Source: an optimization exercise on an open RTL-to-GDS flow (aim: small area, a short achievable clock period and few clock cycles). Production flows keep margins and buffers that such runs may drop.
The RTL was checked by simulation tests, not by an equivalence proof against the original design.
No activity file was given, so power comes from the tool's default toggle rates.

==> flow/design.v <==
`timescale 1ns/1ps
module ar_arbiter (
    input  logic       axi_clk,
    input  logic       reset,
    input  logic [2:0] req,          
    input  logic       s_arready,
    output logic [2:0] gnt_q         
);
    logic [2:0] cand, gnt;
    logic       done;
    assign done = s_arready && (gnt_q != '0);
    assign cand = done ? (req & ~gnt_q) : req;
    always_comb begin
        case (1'b1)
            gnt_q[0]: gnt = cand[1] ? 3'b010 : cand[2] ? 3'b100 : 3'b000;
            gnt_q[1]: gnt = cand[2] ? 3'b100 : cand[0] ? 3'b001 : 3'b000;
            gnt_q[2]: gnt = cand[0] ? 3'b001 : cand[1] ? 3'b010 : 3'b000;
            default:  gnt = cand[0] ? 3'b001 : cand[1] ? 3'b010 : cand[2] ? 3'b100 : 3'b000;
        endcase
    end
    always_ff @(posedge axi_clk) begin
        if (reset)
            gnt_q <= '0;
        else if (gnt_q == '0 || done)
            gnt_q <= gnt;
    end
endmodule
`timescale 1ns/1ps
module r_return_arbiter (
    input  logic       axi_clk,
    input  logic       reset,
    input  logic [2:0] hit,          
    input  logic [2:0] free,         
    input  logic       m_rvalid,
    input  logic       m_rready,
    input  logic       m_rlast,
    output logic [2:0] sel_q         
);
    logic       inb_q;               
    logic       keep;
    logic [2:0] cand, c, pick;
    assign keep = m_rvalid ? !(m_rready && m_rlast) : inb_q;
    assign cand = hit & ~(sel_q & {3{m_rvalid && m_rready}});
    assign c    = (cand != '0) ? cand : free;
    always_comb begin
        case (1'b1)
            sel_q[0]: pick = c[1] ? 3'b010 : c[2] ? 3'b100 : c[0] ? 3'b001 : 3'b000;
            sel_q[1]: pick = c[2] ? 3'b100 : c[0] ? 3'b001 : c[1] ? 3'b010 : 3'b000;
            default:  pick = c[0] ? 3'b001 : c[1] ? 3'b010 : c[2] ? 3'b100 : 3'b000;
        endcase
    end
    always_ff @(posedge axi_clk) begin
        if (reset) begin
            sel_q <= 3'b001;
            inb_q <= 1'b0;
        end else begin
            if (m_rvalid && m_rready)
                inb_q <= !m_rlast;
            if (!keep && pick != '0)
                sel_q <= pick;
        end
    end
endmodule
`timescale 1ns/1ps
module axi_xbar (
    input  logic        axi_clk,
    input  logic        reset,
    input  logic [11:0] m_ar_id,
    input  logic [95:0] m_ar_addr,
    input  logic [23:0] m_ar_len,
    input  logic [8:0]  m_ar_size,
    input  logic [5:0]  m_ar_burst,
    input  logic [2:0]  m_arvalid,
    output logic [2:0]  m_arready,
    output logic [11:0] m_r_id,
    output logic [95:0] m_r_data,
    output logic [5:0]  m_r_resp,
    output logic [2:0]  m_r_last,
    output logic [2:0]  m_rvalid,
    input  logic [2:0]  m_rready,
    output logic [17:0] s_ar_id,
    output logic [95:0] s_ar_addr,
    output logic [23:0] s_ar_len,
    output logic [8:0]  s_ar_size,
    output logic [5:0]  s_ar_burst,
    output logic [2:0]  s_arvalid,
    input  logic [2:0]  s_arready,
    input  logic [17:0] s_r_id,
    input  logic [95:0] s_r_data,
    input  logic [5:0]  s_r_resp,
    input  logic [2:0]  s_r_last,
    input  logic [2:0]  s_rvalid,
    output logic [2:0]  s_rready
);
    logic [2:0][2:0] ar_req;     
    logic [2:0][2:0] ar_gnt;     
    logic [2:0][2:0] r_hit;      
    logic [2:0][2:0] r_sel;      
    logic [2:0]      r_free;     
    logic [2:0]      mid_q;      
    always_comb begin
        for (int s = 0; s < 3; s++)
            for (int m = 0; m < 3; m++) begin
                ar_req[s][m] = m_arvalid[m] && (m_ar_addr[32*m + 28 +: 2] == 2'(s));
                r_hit[m][s]  = s_rvalid[s] && (s_r_id[6*s + 4 +: 2] == 2'(m));
            end
    end
    for (genvar s = 0; s < 3; s++) begin : g_slave
        ar_arbiter u_arb (
            .axi_clk   (axi_clk),
            .reset     (reset),
            .req       (ar_req[s]),
            .s_arready (s_arready[s]),
            .gnt_q     (ar_gnt[s])
        );
        assign s_arvalid[s] = |ar_gnt[s];
        always_comb begin
            s_ar_id[6*s +: 6]     = '0;
            s_ar_addr[32*s +: 32] = '0;
            s_ar_len[8*s +: 8]    = '0;
            s_ar_size[3*s +: 3]   = '0;
            s_ar_burst[2*s +: 2]  = '0;
            for (int m = 0; m < 3; m++) begin
                if (ar_gnt[s][m]) begin
                    s_ar_id[6*s +: 6]     = s_ar_id[6*s +: 6]     | {2'(m), m_ar_id[4*m +: 4]};
                    s_ar_addr[32*s +: 32] = s_ar_addr[32*s +: 32] | m_ar_addr[32*m +: 32];
                    s_ar_len[8*s +: 8]    = s_ar_len[8*s +: 8]    | m_ar_len[8*m +: 8];
                    s_ar_size[3*s +: 3]   = s_ar_size[3*s +: 3]   | m_ar_size[3*m +: 3];
                    s_ar_burst[2*s +: 2]  = s_ar_burst[2*s +: 2]  | m_ar_burst[2*m +: 2];
                end
            end
        end
    end
    always_comb begin
        for (int m = 0; m < 3; m++) begin
            m_arready[m] = 1'b0;
            for (int s = 0; s < 3; s++)
                m_arready[m] = m_arready[m] | (ar_gnt[s][m] && s_arready[s]);
        end
    end
    always_ff @(posedge axi_clk) begin
        for (int s = 0; s < 3; s++)
            if (reset)
                mid_q[s] <= 1'b0;
            else if (s_rvalid[s] && s_rready[s])
                mid_q[s] <= !s_r_last[s];
    end
    assign r_free = (s_rvalid & s_rready & s_r_last);
    for (genvar m = 0; m < 3; m++) begin : g_master
        r_return_arbiter u_arb (
            .axi_clk  (axi_clk),
            .reset    (reset),
            .hit      (r_hit[m]),
            .free     (r_free),
            .m_rvalid (m_rvalid[m]),
            .m_rready (m_rready[m]),
            .m_rlast  (m_r_last[m]),
            .sel_q    (r_sel[m])
        );
        assign m_rvalid[m] = |(r_sel[m] & r_hit[m]);
        always_comb begin
            m_r_id[4*m +: 4]     = '0;
            m_r_data[32*m +: 32] = '0;
            m_r_resp[2*m +: 2]   = '0;
            m_r_last[m]          = 1'b0;
            for (int s = 0; s < 3; s++) begin
                if (r_sel[m][s]) begin
                    m_r_id[4*m +: 4]     = m_r_id[4*m +: 4]     | s_r_id[6*s +: 4];
                    m_r_data[32*m +: 32] = m_r_data[32*m +: 32] | s_r_data[32*s +: 32];
                    m_r_resp[2*m +: 2]   = m_r_resp[2*m +: 2]   | s_r_resp[2*s +: 2];
                    m_r_last[m]          = m_r_last[m]          | s_r_last[s];
                end
            end
        end
    end
    always_comb begin
        for (int s = 0; s < 3; s++) begin
            s_rready[s] = 1'b0;
            for (int m = 0; m < 3; m++)
                if (s_r_id[6*s + 4 +: 2] == 2'(m))
                    s_rready[s] = r_sel[m][s] && m_rready[m];
        end
    end
endmodule
==> flow/flow/run.sh <==
#!/bin/bash
cp standard.sh standard_sh_copy.log
export BUFFER_PORTS_ARGS="-buffer_cell sky130_fd_sc_hd__buf_1"
export PRE_IO_PLACEMENT_TCL=$PWD/flow/io.tcl
bash standard.sh 'IO_PLACER_V=met2 met4' finish > standard.log 2>&1
==> flow/flow/io.tcl <==
set_io_pin_constraint -region top:* -group -order -pin_names {m_ar_id[0] m_ar_id[4] m_ar_id[8] s_ar_id[0] s_ar_id[6] s_ar_id[12] m_ar_id[1] m_ar_id[5] m_ar_id[9] s_ar_id[1] s_ar_id[7] s_ar_id[13] m_ar_id[2] m_ar_id[6] m_ar_id[10] s_ar_id[2] s_ar_id[8] s_ar_id[14] m_ar_id[3] m_ar_id[7] m_ar_id[11] s_ar_id[3] s_ar_id[9] s_ar_id[15] m_ar_addr[0] m_ar_addr[32] m_ar_addr[64] s_ar_addr[0] s_ar_addr[32] s_ar_addr[64] m_ar_addr[1] m_ar_addr[33] m_ar_addr[65] s_ar_addr[1] s_ar_addr[33] s_ar_addr[65] m_ar_addr[2] m_ar_addr[34] m_ar_addr[66] s_ar_addr[2] s_ar_addr[34] s_ar_addr[66] m_ar_addr[3] m_ar_addr[35] m_ar_addr[67] s_ar_addr[3] s_ar_addr[35] s_ar_addr[67] m_ar_addr[4] m_ar_addr[36] m_ar_addr[68] s_ar_addr[4] s_ar_addr[36] s_ar_addr[68] m_ar_addr[5] m_ar_addr[37] m_ar_addr[69] s_ar_addr[5] s_ar_addr[37] s_ar_addr[69] m_ar_addr[6] m_ar_addr[38] m_ar_addr[70] s_ar_addr[6] s_ar_addr[38] s_ar_addr[70] m_ar_addr[7] m_ar_addr[39] m_ar_addr[71] s_ar_addr[7] s_ar_addr[39] s_ar_addr[71] m_ar_addr[8] m_ar_addr[40] m_ar_addr[72] s_ar_addr[8] s_ar_addr[40] s_ar_addr[72] m_ar_addr[9] m_ar_addr[41] m_ar_addr[73] s_ar_addr[9] s_ar_addr[41] s_ar_addr[73] m_ar_addr[10] m_ar_addr[42] m_ar_addr[74] s_ar_addr[10] s_ar_addr[42] s_ar_addr[74] m_ar_addr[11] m_ar_addr[43] m_ar_addr[75] s_ar_addr[11] s_ar_addr[43] s_ar_addr[75] m_ar_addr[12] m_ar_addr[44] m_ar_addr[76] s_ar_addr[12] s_ar_addr[44] s_ar_addr[76] m_ar_addr[13] m_ar_addr[45] m_ar_addr[77] s_ar_addr[13] s_ar_addr[45] s_ar_addr[77] m_ar_addr[14] m_ar_addr[46] m_ar_addr[78] s_ar_addr[14] s_ar_addr[46] s_ar_addr[78] m_ar_addr[15] m_ar_addr[47] m_ar_addr[79] s_ar_addr[15] s_ar_addr[47] s_ar_addr[79] m_ar_addr[16] m_ar_addr[48] m_ar_addr[80] s_ar_addr[16] s_ar_addr[48] s_ar_addr[80] m_ar_addr[17] m_ar_addr[49] m_ar_addr[81] s_ar_addr[17] s_ar_addr[49] s_ar_addr[81] m_ar_addr[18] m_ar_addr[50] m_ar_addr[82] s_ar_addr[18] s_ar_addr[50] s_ar_addr[82] m_ar_addr[19] m_ar_addr[51] m_ar_addr[83] s_ar_addr[19] s_ar_addr[51] s_ar_addr[83] m_ar_addr[20] m_ar_addr[52] m_ar_addr[84] s_ar_addr[20] s_ar_addr[52] s_ar_addr[84] m_ar_addr[21] m_ar_addr[53] m_ar_addr[85] s_ar_addr[21] s_ar_addr[53] s_ar_addr[85] m_ar_addr[22] m_ar_addr[54] m_ar_addr[86] s_ar_addr[22] s_ar_addr[54] s_ar_addr[86] m_ar_addr[23] m_ar_addr[55] m_ar_addr[87] s_ar_addr[23] s_ar_addr[55] s_ar_addr[87] m_ar_addr[24] m_ar_addr[56] m_ar_addr[88] s_ar_addr[24] s_ar_addr[56] s_ar_addr[88] m_ar_addr[25] m_ar_addr[57] m_ar_addr[89] s_ar_addr[25] s_ar_addr[57] s_ar_addr[89] m_ar_addr[26] m_ar_addr[58] m_ar_addr[90] s_ar_addr[26] s_ar_addr[58] s_ar_addr[90] m_ar_addr[27] m_ar_addr[59] m_ar_addr[91] s_ar_addr[27] s_ar_addr[59] s_ar_addr[91] m_ar_addr[28] m_ar_addr[60] m_ar_addr[92] s_ar_addr[28] s_ar_addr[60] s_ar_addr[92] m_ar_addr[29] m_ar_addr[61] m_ar_addr[93] s_ar_addr[29] s_ar_addr[61] s_ar_addr[93]}
set_io_pin_constraint -region right:* -group -order -pin_names {m_ar_addr[30] m_ar_addr[62] m_ar_addr[94] s_ar_addr[30] s_ar_addr[62] s_ar_addr[94] m_ar_addr[31] m_ar_addr[63] m_ar_addr[95] s_ar_addr[31] s_ar_addr[63] s_ar_addr[95] m_ar_len[0] m_ar_len[8] m_ar_len[16] s_ar_len[0] s_ar_len[8] s_ar_len[16] m_ar_len[1] m_ar_len[9] m_ar_len[17] s_ar_len[1] s_ar_len[9] s_ar_len[17] m_ar_len[2] m_ar_len[10] m_ar_len[18] s_ar_len[2] s_ar_len[10] s_ar_len[18] m_ar_len[3] m_ar_len[11] m_ar_len[19] s_ar_len[3] s_ar_len[11] s_ar_len[19] m_ar_len[4] m_ar_len[12] m_ar_len[20] s_ar_len[4] s_ar_len[12] s_ar_len[20] m_ar_len[5] m_ar_len[13] m_ar_len[21] s_ar_len[5] s_ar_len[13] s_ar_len[21] m_ar_len[6] m_ar_len[14] m_ar_len[22] s_ar_len[6] s_ar_len[14] s_ar_len[22] m_ar_len[7] m_ar_len[15] m_ar_len[23] s_ar_len[7] s_ar_len[15] s_ar_len[23] m_ar_size[0] m_ar_size[3] m_ar_size[6] s_ar_size[0] s_ar_size[3] s_ar_size[6] m_ar_size[1] m_ar_size[4] m_ar_size[7] s_ar_size[1] s_ar_size[4] s_ar_size[7] m_ar_size[2] m_ar_size[5] m_ar_size[8] s_ar_size[2] s_ar_size[5] s_ar_size[8] m_ar_burst[0] m_ar_burst[2] m_ar_burst[4] s_ar_burst[0] s_ar_burst[2] s_ar_burst[4] m_ar_burst[1] m_ar_burst[3] m_ar_burst[5] s_ar_burst[1] s_ar_burst[3] s_ar_burst[5] s_ar_id[4] s_ar_id[5] s_ar_id[10] s_ar_id[11] s_ar_id[16] s_ar_id[17]}
set_io_pin_constraint -region bottom:* -group -order -pin_names {s_r_id[0] s_r_id[6] s_r_id[12] m_r_id[0] m_r_id[4] m_r_id[8] s_r_id[1] s_r_id[7] s_r_id[13] m_r_id[1] m_r_id[5] m_r_id[9] s_r_id[2] s_r_id[8] s_r_id[14] m_r_id[2] m_r_id[6] m_r_id[10] s_r_id[3] s_r_id[9] s_r_id[15] m_r_id[3] m_r_id[7] m_r_id[11] s_r_data[0] s_r_data[32] s_r_data[64] m_r_data[0] m_r_data[32] m_r_data[64] s_r_data[1] s_r_data[33] s_r_data[65] m_r_data[1] m_r_data[33] m_r_data[65] s_r_data[2] s_r_data[34] s_r_data[66] m_r_data[2] m_r_data[34] m_r_data[66] s_r_data[3] s_r_data[35] s_r_data[67] m_r_data[3] m_r_data[35] m_r_data[67] s_r_data[4] s_r_data[36] s_r_data[68] m_r_data[4] m_r_data[36] m_r_data[68] s_r_data[5] s_r_data[37] s_r_data[69] m_r_data[5] m_r_data[37] m_r_data[69] s_r_data[6] s_r_data[38] s_r_data[70] m_r_data[6] m_r_data[38] m_r_data[70] s_r_data[7] s_r_data[39] s_r_data[71] m_r_data[7] m_r_data[39] m_r_data[71] s_r_data[8] s_r_data[40] s_r_data[72] m_r_data[8] m_r_data[40] m_r_data[72] s_r_data[9] s_r_data[41] s_r_data[73] m_r_data[9] m_r_data[41] m_r_data[73] s_r_data[10] s_r_data[42] s_r_data[74] m_r_data[10] m_r_data[42] m_r_data[74] s_r_data[11] s_r_data[43] s_r_data[75] m_r_data[11] m_r_data[43] m_r_data[75] s_r_data[12] s_r_data[44] s_r_data[76] m_r_data[12] m_r_data[44] m_r_data[76] s_r_data[13] s_r_data[45] s_r_data[77] m_r_data[13] m_r_data[45] m_r_data[77] s_r_data[14] s_r_data[46] s_r_data[78] m_r_data[14] m_r_data[46] m_r_data[78] s_r_data[15] s_r_data[47] s_r_data[79] m_r_data[15] m_r_data[47] m_r_data[79] s_r_data[16] s_r_data[48] s_r_data[80] m_r_data[16] m_r_data[48] m_r_data[80] s_r_data[17] s_r_data[49] s_r_data[81] m_r_data[17] m_r_data[49] m_r_data[81] s_r_data[18] s_r_data[50] s_r_data[82] m_r_data[18] m_r_data[50] m_r_data[82] s_r_data[19] s_r_data[51] s_r_data[83] m_r_data[19] m_r_data[51] m_r_data[83] s_r_data[20] s_r_data[52] s_r_data[84] m_r_data[20] m_r_data[52] m_r_data[84] s_r_data[21] s_r_data[53] s_r_data[85] m_r_data[21] m_r_data[53] m_r_data[85] s_r_data[22] s_r_data[54] s_r_data[86] m_r_data[22] m_r_data[54] m_r_data[86] s_r_data[23] s_r_data[55] s_r_data[87] m_r_data[23] m_r_data[55] m_r_data[87] s_r_data[24] s_r_data[56] s_r_data[88] m_r_data[24] m_r_data[56] m_r_data[88] s_r_data[25] s_r_data[57] s_r_data[89] m_r_data[25] m_r_data[57] m_r_data[89] s_r_data[26] s_r_data[58] s_r_data[90] m_r_data[26] m_r_data[58] m_r_data[90] s_r_data[27] s_r_data[59] s_r_data[91] m_r_data[27] m_r_data[59] m_r_data[91] s_r_data[28] s_r_data[60] s_r_data[92] m_r_data[28] m_r_data[60] m_r_data[92] s_r_data[29] s_r_data[61] s_r_data[93] m_r_data[29] m_r_data[61] m_r_data[93]}
set_io_pin_constraint -region left:* -group -order -pin_names {s_r_data[30] s_r_data[62] s_r_data[94] m_r_data[30] m_r_data[62] m_r_data[94] s_r_data[31] s_r_data[63] s_r_data[95] m_r_data[31] m_r_data[63] m_r_data[95] s_r_resp[0] s_r_resp[2] s_r_resp[4] m_r_resp[0] m_r_resp[2] m_r_resp[4] s_r_resp[1] s_r_resp[3] s_r_resp[5] m_r_resp[1] m_r_resp[3] m_r_resp[5] s_r_last[0] s_r_last[1] s_r_last[2] m_r_last[0] m_r_last[1] m_r_last[2] s_r_id[4] s_r_id[5] s_r_id[10] s_r_id[11] s_r_id[16] s_r_id[17] m_arvalid[0] m_arvalid[1] m_arvalid[2] m_arready[0] m_arready[1] m_arready[2] s_arvalid[0] s_arvalid[1] s_arvalid[2] s_arready[0] s_arready[1] s_arready[2] m_rvalid[0] m_rvalid[1] m_rvalid[2] m_rready[0] m_rready[1] m_rready[2] s_rvalid[0] s_rvalid[1] s_rvalid[2] s_rready[0] s_rready[1] s_rready[2] reset axi_clk}
==> flow/standard.sh <==
#!/bin/bash
# synth_recipe.tcl (not shown) runs the flow's synth.tcl, then flattens the netlist and writes it again
# the make line also repeats each setting of config.mk as NAME=value (left out here)
make -C /OpenROAD-flow-scripts/flow DESIGN_CONFIG=/design/flow/config.mk WORK_HOME=/design/flow/orfs CLKGATE_MAP_FILE= SYNTH_SCRIPT=/design/flow/synth_recipe.tcl "${@:-finish}"
==> flow/config.mk <==
export PLATFORM = sky130hd
export DESIGN_NAME = axi_xbar
export DESIGN_NICKNAME = axi_xbar
export VERILOG_FILES = /design/flow/design.v
export SDC_FILE = /design/flow/constraint.sdc
export NUM_CORES = 4
export LEC_CHECK = 0
export ABC_AREA = 1
export CAP_MARGIN = 20
export CORE_AREA = 3 3 133 133
export DIE_AREA = 0 0 136 136
export PLACE_DENSITY = 0.7
export SETUP_SLACK_MARGIN = 3.7
export SLEW_MARGIN = 20
==> flow/constraint.sdc <==
create_clock -name core_clock -period 7.5 [get_ports {axi_clk}]
set_input_delay 1.5000 -clock core_clock [delete_from_list [all_inputs] [get_ports {axi_clk}]]
set_output_delay 1.5000 -clock core_clock [all_outputs]
set_load 0.01 [all_outputs]
==> impl_metrics.toml, run 1 <==
[clock_network]
cts_tree = "yes"
cts_root_buf = "clkbuf_16"
cts_buffer_depth = 2
cts_made_buffers = 3
clk_latency_ns = 0.25
h-tree-depth = 1
cts.reportedPaths.clkPinSlew_ns = 0.06
clock-sinks = 21
holdBufCountCts = 0

[floorplan]
die_x_um = 136
initial_core_util_pct = 36.20
boundaryPins = 566
fp.coreArea_mm2 = 0.01623
die_y_um = 136
die_area_mm2 = 0.01850
rows = 46

[synthesis]
syn_area_mm2 = 0.005876
yosys.cell_types.count = 35
syn-num-nets = 1308
yosysTopAreaCell = "a22oi_1"
ys_ff_latch = 21
yosysSeqAreaShare_pct = 7.155
postSynthCellCount = 1024
synthTopCellsByArea = "a22oi_1 33%, o21ai_0 23%, inv_1 8.5%"
yosysTopAreaCellShare_pct = 33.35
synth_area_per_cell_um2 = 5.738
ys_warn_count = 3

[critical_path]
cp-startpoint = "s_r_id[5]"
critPathKind = "in -> out"
r2r_cells = 8
crit_fanout = 5
rr_endpoint = "g_master[1].u_arb.sel_q[2]"
critPathLaunchType = "input pin"
cp.arrival_ns = 2.30
reg2reg_slack_ns = 5.22
critical_path.endpoint_type = "output port"
crit_required_ns = 6.00
cp-endpoint = "m_rvalid[1]"
r2r_start = "g_master[1].u_arb.sel_q[0]"

[pwr]
internal-power_w = 0.0004351
p_clk_share_pct = 11.4
power.density_mw_per_mm2 = 123.5
p_sw_w = 0.0005518
power.leakage_nw = 2.952
vdd_drop_max_v = 0.0001094
swShare_pct = 55.91
pwr-share-seq_pct = 17.2
p_total_w = 0.0009870
p_comb_share_pct = 71.4

[place]
io_buffer_count = 565
place.gp.congestion = 0.9882
hpwl_mm = 23.09

[run]
drv_cap = 0

[status]
status = "timing/DRC/antenna clean"

[drt]
drtIter0Drc = 1060
vias = 10360
ant_nets = 0
finalWirelength_mm = 31.01
drt_pass1_iterations = 8
drcViolationCount = 0
wl_per_cell_um = 18.08
vias_per_cell = 6.040

[layout]
fin_nets = 1783
fillers = 1749
layout_common_cells = "556 x buf_1, 269 x o21ai_0, 261 x a22oi_1"
final_common_cell = "buf_1"
drive_above_1_share_pct = 3.805
area_growth_pct = 36.01

[timing]
rsz0062_at_grt = "true"
min_period_over_period_pct = 50.65
setup_viol = 0
skew_ns = 0.004540
fmax_ghz = 0.2632
final_hold_viol_count = 0
setup_tns_ns = 0
slew_headroom_pct = 20.93
drv_slew = 0
finalCriticalPeriod_ns = 3.799
worst_pin_slew_ns = 1.186

[grt]
grt_max_degree = 56
grt-ovfl-total = 0
grt_pass1_wl_mm = 45.36
grt_pass1_vias = 8987
grt_antenna_before_repair = 6
track_usage_pct = 29.15

[min_path]
hp-class = "reg -> reg"
-- critical path, cell delays in order --
cell and delay, ns:
buf_1 0.09, inv_2 0.09, nand2_1 0.05, nor2_1 0.16
nand2_1 0.11, nand3_2 0.14, clkbuf_2 0.15
-- state kept, by name, summed over array words and instances, names as in the netlist --
signal	flops
g_master.u_arb.sel_q	9
g_slave.u_arb.gnt_q	9
g_master.u_arb.inb_q	3
-- Yosys cell counts (all sizes together) --
cell and count:
a211oi 4, a21boi 2, a21oi 20, a22oi 261
a31o 1, a31oi 2, buf 27, clkbuf 80
clkinv 2, dfxtp 21, inv 135, nand2 81
nand3 43, nand3b 1, nand4 18, nor2 29
nor3 10, nor3b 1, o2111ai 1, o211ai 4
o21a 1, o21ai 277, o21bai 1, o22ai 1
o31ai 1
-- through the flow --
stage / worst slack [ns] / hold WS, ns / util [%] / cells / cell area, um2
finish: 3.701 / 0.4700 / 49.24 / 1715 / 7991
global route: 3.586 / 0.5015 / 49.24 / 1715 / 7991
CTS: 3.672 / 0.4697 / 49.11 / 1714 / 7971
detailed placement: 3.607 / 0.4613 / 48.59 / 1710 / 7886
global placement: 3.610 / 0.4551 / 48.59 / 1710 / 7886
floorplan: 3.970 / 0.4392 / - / 1024 / 5876
-- routing by layer --
metal	up-vias	global-route usage [%]	part of all wire (%)
met2	775	46.97	46
met4	8	17.97	8.2
li1	4740	-	-
met5	-	0	0.14
met1	4616	33.67	35
met3	220	8.956	11
-- logic make-up (layout without fill, tap and decap cells) --
| logic type | count (synthesis) | count (layout) | share of synthesized area [%] |
|---|---|---|---|
| buf+inv | 244 | 718 | 16.89 |
| flops | 21 | 21 | 7.155 |
| simple gates | 183 | 183 | 14.52 |
| compound gates | 576 | 576 | 61.44 |
| other cells | 0 | 1 | 0 |
-- power groups by stage --
stage                     clock network, W  logic (W)  registers, W
after CTS                         0.000115   0.000693      0.000167
after global placement                   0   0.000687      0.000170
after global routing              0.000120   0.000770      0.000172
after floorplan                          0   0.000441      0.000127
final                             0.000112   0.000705      0.000170
after detailed placement                 0   0.000691      0.000170
-- final cells by class --
class | count | area (um2) | area share, %
inverter | 137 | 518.0 | 6.482
clock inverter | 1 | 5.005 | 0.06263
tap | 216 | 270.3 | 3.382
multi-input combinational | 759 | 4468 | 55.91
clock buffer | 3 | 75.07 | 0.9394
antenna | 1 | 2.502 | 0.03131
timing repair buffer | 577 | 2222 | 27.81
sequential | 21 | 430.4 | 5.386
-- how the worst min path moves through the flow --
stage                                          to                    start  slack, ns  depth (start not counted)
after detailed placement  g_master[0].u_arb.inb_q  g_master[0].u_arb.inb_q       0.46                          2
after global routing      g_master[0].u_arb.inb_q  g_master[0].u_arb.inb_q       0.50                          2
after CTS                 g_master[0].u_arb.inb_q  g_master[0].u_arb.inb_q       0.47                          2
after global placement    g_master[0].u_arb.inb_q  g_master[0].u_arb.inb_q       0.46                          2
final                     g_master[0].u_arb.inb_q  g_master[0].u_arb.inb_q       0.47                          2
after floorplan           g_master[0].u_arb.inb_q  g_master[0].u_arb.inb_q       0.44                          2
-- what timing repair did --
item	4_1_cts	5_1_grt
setup buffers	0	0
gates resized for setup	4	8
setup endpoints to repair	4	31
Testbench counts, summed over its fixed seeds: cycles 14,277.
==> run 2: changes to the inputs <==
--- a/flow/design.v
+++ b/flow/design.v
@@ -6,5 +6,7 @@
     input  logic       s_arready,
-    output logic [2:0] gnt_q         
+    output logic [2:0] gnt_q,        
+    output logic [2:0] gnt_n_q       
 );
     logic [2:0] cand, gnt;
+    assign gnt_q = ~gnt_n_q;
     logic       done;
@@ -22,5 +24,5 @@
         if (reset)
-            gnt_q <= '0;
+            gnt_n_q <= '1;
         else if (gnt_q == '0 || done)
-            gnt_q <= gnt;
+            gnt_n_q <= ~gnt;
     end
@@ -36,3 +38,4 @@
     input  logic       m_rlast,
-    output logic [2:0] sel_q         
+    output logic [2:0] sel_q,        
+    output logic [2:0] sel_n_q       
 );
@@ -40,2 +43,3 @@
     logic       keep;
+    assign sel_q = ~sel_n_q;
     logic [2:0] cand, c, pick;
@@ -53,3 +57,3 @@
         if (reset) begin
-            sel_q <= 3'b001;
+            sel_n_q <= 3'b110;
             inb_q <= 1'b0;
@@ -59,3 +63,3 @@
             if (!keep && pick != '0)
-                sel_q <= pick;
+                sel_n_q <= ~pick;
         end
@@ -96,4 +100,6 @@
     logic [2:0][2:0] ar_gnt;     
+    logic [2:0][2:0] ar_gnt_n;   
     logic [2:0][2:0] r_hit;      
     logic [2:0][2:0] r_sel;      
+    logic [2:0][2:0] r_sel_n;    
     logic [2:0]      r_free;     
@@ -113,3 +119,4 @@
             .s_arready (s_arready[s]),
-            .gnt_q     (ar_gnt[s])
+            .gnt_q     (ar_gnt[s]),
+            .gnt_n_q   (ar_gnt_n[s])
         );
@@ -117,15 +124,13 @@
         always_comb begin
-            s_ar_id[6*s +: 6]     = '0;
-            s_ar_addr[32*s +: 32] = '0;
-            s_ar_len[8*s +: 8]    = '0;
-            s_ar_size[3*s +: 3]   = '0;
-            s_ar_burst[2*s +: 2]  = '0;
+            s_ar_id[6*s +: 6]     = '1;
+            s_ar_addr[32*s +: 32] = '1;
+            s_ar_len[8*s +: 8]    = '1;
+            s_ar_size[3*s +: 3]   = '1;
+            s_ar_burst[2*s +: 2]  = '1;
             for (int m = 0; m < 3; m++) begin
-                if (ar_gnt[s][m]) begin
-                    s_ar_id[6*s +: 6]     = s_ar_id[6*s +: 6]     | {2'(m), m_ar_id[4*m +: 4]};
-                    s_ar_addr[32*s +: 32] = s_ar_addr[32*s +: 32] | m_ar_addr[32*m +: 32];
-                    s_ar_len[8*s +: 8]    = s_ar_len[8*s +: 8]    | m_ar_len[8*m +: 8];
-                    s_ar_size[3*s +: 3]   = s_ar_size[3*s +: 3]   | m_ar_size[3*m +: 3];
-                    s_ar_burst[2*s +: 2]  = s_ar_burst[2*s +: 2]  | m_ar_burst[2*m +: 2];
-                end
+                s_ar_id[6*s +: 6]     = s_ar_id[6*s +: 6]     & ({2'(m), m_ar_id[4*m +: 4]} | {6{ar_gnt_n[s][m]}});
+                s_ar_addr[32*s +: 32] = s_ar_addr[32*s +: 32] & (m_ar_addr[32*m +: 32] | {32{ar_gnt_n[s][m]}});
+                s_ar_len[8*s +: 8]    = s_ar_len[8*s +: 8]    & (m_ar_len[8*m +: 8] | {8{ar_gnt_n[s][m]}});
+                s_ar_size[3*s +: 3]   = s_ar_size[3*s +: 3]   & (m_ar_size[3*m +: 3] | {3{ar_gnt_n[s][m]}});
+                s_ar_burst[2*s +: 2]  = s_ar_burst[2*s +: 2]  & (m_ar_burst[2*m +: 2] | {2{ar_gnt_n[s][m]}});
             end
@@ -157,3 +162,4 @@
             .m_rlast  (m_r_last[m]),
-            .sel_q    (r_sel[m])
+            .sel_q    (r_sel[m]),
+            .sel_n_q  (r_sel_n[m])
         );
@@ -161,13 +167,11 @@
         always_comb begin
-            m_r_id[4*m +: 4]     = '0;
-            m_r_data[32*m +: 32] = '0;
-            m_r_resp[2*m +: 2]   = '0;
-            m_r_last[m]          = 1'b0;
+            m_r_id[4*m +: 4]     = '1;
+            m_r_data[32*m +: 32] = '1;
+            m_r_resp[2*m +: 2]   = '1;
+            m_r_last[m]          = 1'b1;
             for (int s = 0; s < 3; s++) begin
-                if (r_sel[m][s]) begin
-                    m_r_id[4*m +: 4]     = m_r_id[4*m +: 4]     | s_r_id[6*s +: 4];
-                    m_r_data[32*m +: 32] = m_r_data[32*m +: 32] | s_r_data[32*s +: 32];
-                    m_r_resp[2*m +: 2]   = m_r_resp[2*m +: 2]   | s_r_resp[2*s +: 2];
-                    m_r_last[m]          = m_r_last[m]          | s_r_last[s];
-                end
+                m_r_id[4*m +: 4]     = m_r_id[4*m +: 4]     & (s_r_id[6*s +: 4] | {4{r_sel_n[m][s]}});
+                m_r_data[32*m +: 32] = m_r_data[32*m +: 32] & (s_r_data[32*s +: 32] | {32{r_sel_n[m][s]}});
+                m_r_resp[2*m +: 2]   = m_r_resp[2*m +: 2]   & (s_r_resp[2*s +: 2] | {2{r_sel_n[m][s]}});
+                m_r_last[m]          = m_r_last[m]          & (s_r_last[s] | r_sel_n[m][s]);
             end
--- a/flow/config.mk
+++ b/flow/config.mk
@@ -7,3 +7,2 @@
 export LEC_CHECK = 0
-export ABC_AREA = 1
 export CAP_MARGIN = 20
@@ -12,3 +11,3 @@
 export PLACE_DENSITY = 0.7
-export SETUP_SLACK_MARGIN = 3.7
+export SETUP_SLACK_MARGIN = 3.8
 export SLEW_MARGIN = 20
==> impl_metrics.toml, run 2 <==
[grt]
grt_antenna_before_repair = 5
grt_max_degree = 57
track_usage_pct = 30.74
grt_pass1_wl_mm = 47.60
grt_pass1_vias = 9579
grt-ovfl-total = 0

[layout]
area_growth_pct = 45.09
layout_common_cells = "539 x nor2_1, 532 x buf_1, 273 x o22ai_1"
reg_top3 = "g_master.u_arb.sel_n_q: 9 flops, g_slave.u_arb.gnt_n_q: 9 flops, g_master.u_arb.inb_q: 3 flops"
stdcell_count = 1829
fillers = 1677
fin_nets = 1897
final_common_cell = "nor2_1"
drive_above_1_share_pct = 6.514

[drt]
drcViolationCount = 0
drtIter0Drc = 1165
vias = 10930
drt_pass1_iterations = 6
ant_nets = 0
wl_per_cell_um = 18.23
finalWirelength_mm = 33.34
vias_per_cell = 5.976

[synthesis]
synthTopCellsByArea = "nor2_1 35%, o22ai_1 30%, dfxtp_1 7.3%"
postSynthCellCount = 1119
syn-num-nets = 1403
synth_edf_count = 0
yosysSeqAreaShare_pct = 7.290
ys_async_sr_fraction_pct = 0
yosysTopAreaCell = "nor2_1"
syn_area_mm2 = 0.005767
yosysMostFrequentCell = "nor2_1"
synth_top_cells_by_count = "541 x nor2_1, 273 x o22ai_1, 76 x clkbuf_1"
synth_area_per_cell_um2 = 5.154
ys_warn_count = 3
ys_ff_latch = 21
yosysTopAreaCellShare_pct = 35.21
yosys.cell_types.count = 51
synthFlopType = "dfxtp_1"

[critical_path]
critPathLaunchType = "input pin"
critPathSlowestCell = "nor4bb_1"
critical_path.endpoint_type = "output port"
critPathKind = "in -> out"
cp.arrival_ns = 2.49
crit_path_cell_trace = "buf_4, nor4bb_1, or3_4, buf_6"
crit_required_ns = 6.00
slowest_delay_ns = 0.49
crit_fanout = 7

[place]
dp_slack_ns = 3.352
io_buffer_count = 565
numPlacedInstances = 1803
place.gp.congestion = 1.016
hpwl_mm = 23.71

[timing]
drv_slew = 0
whs_ns = 0.5561
final_hold_viol_count = 0
skew_ns = 0.01012
min_period_over_period_pct = 53.14
fmax_ghz = 0.2509
setup_slack_ns = 3.514
worst_pin_slew_ns = 1.157
rsz0062_at_grt = "true"
setup_viol = 0
finalCriticalPeriod_ns = 3.986
slew_headroom_pct = 22.85
setup_tns_ns = 0

[clock_network]
cts_made_buffers = 3
clock-sinks = 21
holdBufCountCts = 0
cts_tree = "yes"
h-tree-depth = 1
cts_buffer_depth = 2
cts_root_buf = "clkbuf_16"
cts.reportedPaths.clkPinSlew_ns = 0.06
clk_latency_ns = 0.26

[floorplan]
initial_core_util_pct = 35.53
die_x_um = 136
rows = 46
boundaryPins = 566
die_area_mm2 = 0.01850
fp.coreArea_mm2 = 0.01623
die_y_um = 136

[pwr]
power.density_mw_per_mm2 = 111.1
vdd_drop_max_v = 0.00008345
power.leakage_nw = 2.860

[run]
drv_cap = 0

[status]
status = "timing/DRC/antenna clean"

[min_path]
hp-class = "reg -> reg"
==> run 2: cell types whose count changed in the layout (fill, tap and decap cells not counted), sizes merged, moves of 36 or more <==
cell	previous run	this run
a22oi	261	4
inv	134	12
nand2	81	21
nand3	43	7
nor2	29	541
o21ai	277	22
o22ai	1	273
==> run 2: timing repair <==
action | 4_1_cts | 5_1_grt
gates resized for setup | 74 | 30
endpoints found under the setup margin | 11 | 20
pin swaps | 9 | 13
buffers inserted | 12 | 9
==> run 2: metrics by stage <==
stage | utilization [%] | cell area, um2 | power (W)
floorplan | - | 5773 | 0.0004990
global route | 51.53 | 8364 | 0.0009901
global placement | 48.13 | 7811 | 0.0007625
detailed placement | 48.13 | 7811 | 0.0007697
finish | 51.55 | 8367 | 0.0009293
CTS | 50.56 | 8207 | 0.0009043
==> run 2: final timing paths <==
path / from / endpoint / slack (ns) / depth (start not counted)
max: s_r_id[4] / m_rvalid[2] / 3.51 / 4
min: g_master[2].u_arb.inb_q / g_master[2].u_arb.inb_q / 0.56 / 2
max reg2reg: g_master[1].u_arb.sel_n_q[2] / g_master[2].u_arb.sel_n_q[0] / 4.97 / 8
min reg2reg: g_master[2].u_arb.inb_q / g_master[2].u_arb.inb_q / 0.56 / 2
==> run 2: cells by family (layout without fill, tap and decap cells) <==
kind of cell           after synthesis  after routing  synth area share (%)
muxes                                2              2                0.3472
other                                0              1                     0
buffers and inverters              121            614                 8.548
DFF                                 21             21                 7.290
and+or+nand+nor                    629            629                 45.00
AOI/OAI and AO/OA                  346            346                 38.82
==> run 2: report_power, final <==
part           internal, W  total [W]  leakage, nW  switching (W)
Sequential        0.000119   0.000152        0.169      0.0000333
Combinational     0.000243   0.000664         2.65       0.000420
Clock            0.0000724   0.000113       0.0382      0.0000410
Total             0.000435   0.000929         2.86       0.000495
==> run 2: area by class of cell <==
type	count	area (um2)	share of cell area, %
timing repair buffer	598	2555	30.54
tap	216	270.3	3.230
sequential	21	436.7	5.219
clock buffer	4	78.83	0.9421
antenna	1	2.502	0.02991
multi-input combinational	977	4979	59.50
inverter	12	45.04	0.5384
==> run 2: routing by layer <==
layer / track usage, % / vias to the layer above / part of all wire (%)
met2: 51.76 / 858 / 45
met3: 8.216 / 255 / 11
met1: 32.92 / 4811 / 34
li1: - / 5001 / -
met5: 0 / - / 0.12
met4: 22.73 / 6 / 10
==> run 2: critical path, delay by kind of cell <==
family	cells	cell delay, ns
AND/OR/NAND/NOR	2	0.73
buffers and inverters	2	0.25
Testbench counts of run 2, summed over its fixed seeds: cycles 14,277.

-- separate check: timing with driven ports --
Ports are ideal in the flow. The routed layouts listed here were re-timed in OpenROAD. Step 1 sets driving cells, clkbuf_16 on the clock port and buf_2 on the other inputs (assumed; they add their load-dependent delay and slew). Step 2 moves the port delays by t, midway between the first and last clock arrival at a register: inputs arrive t later, outputs are due t later. That takes back most of the time a late clock gives input paths. Three values: ideal, step 1, step 2; two values: the first two.
| run | shift t [ns] | setup WS [ns] | worst slew at a driven data input, ns |
|---|---|---|---|
| run 1 | 0.291 | 3.701 / 3.679 / 3.679 | 0.13 |
| run 2 | 0.293 | 3.514 / 3.489 / 3.489 | 0.12 |
After both steps every run listed still meets setup and hold. For run 2, which loses most, drivers alone change the setup slack by -0.025 ns; drivers and shift together by -0.025 ns.
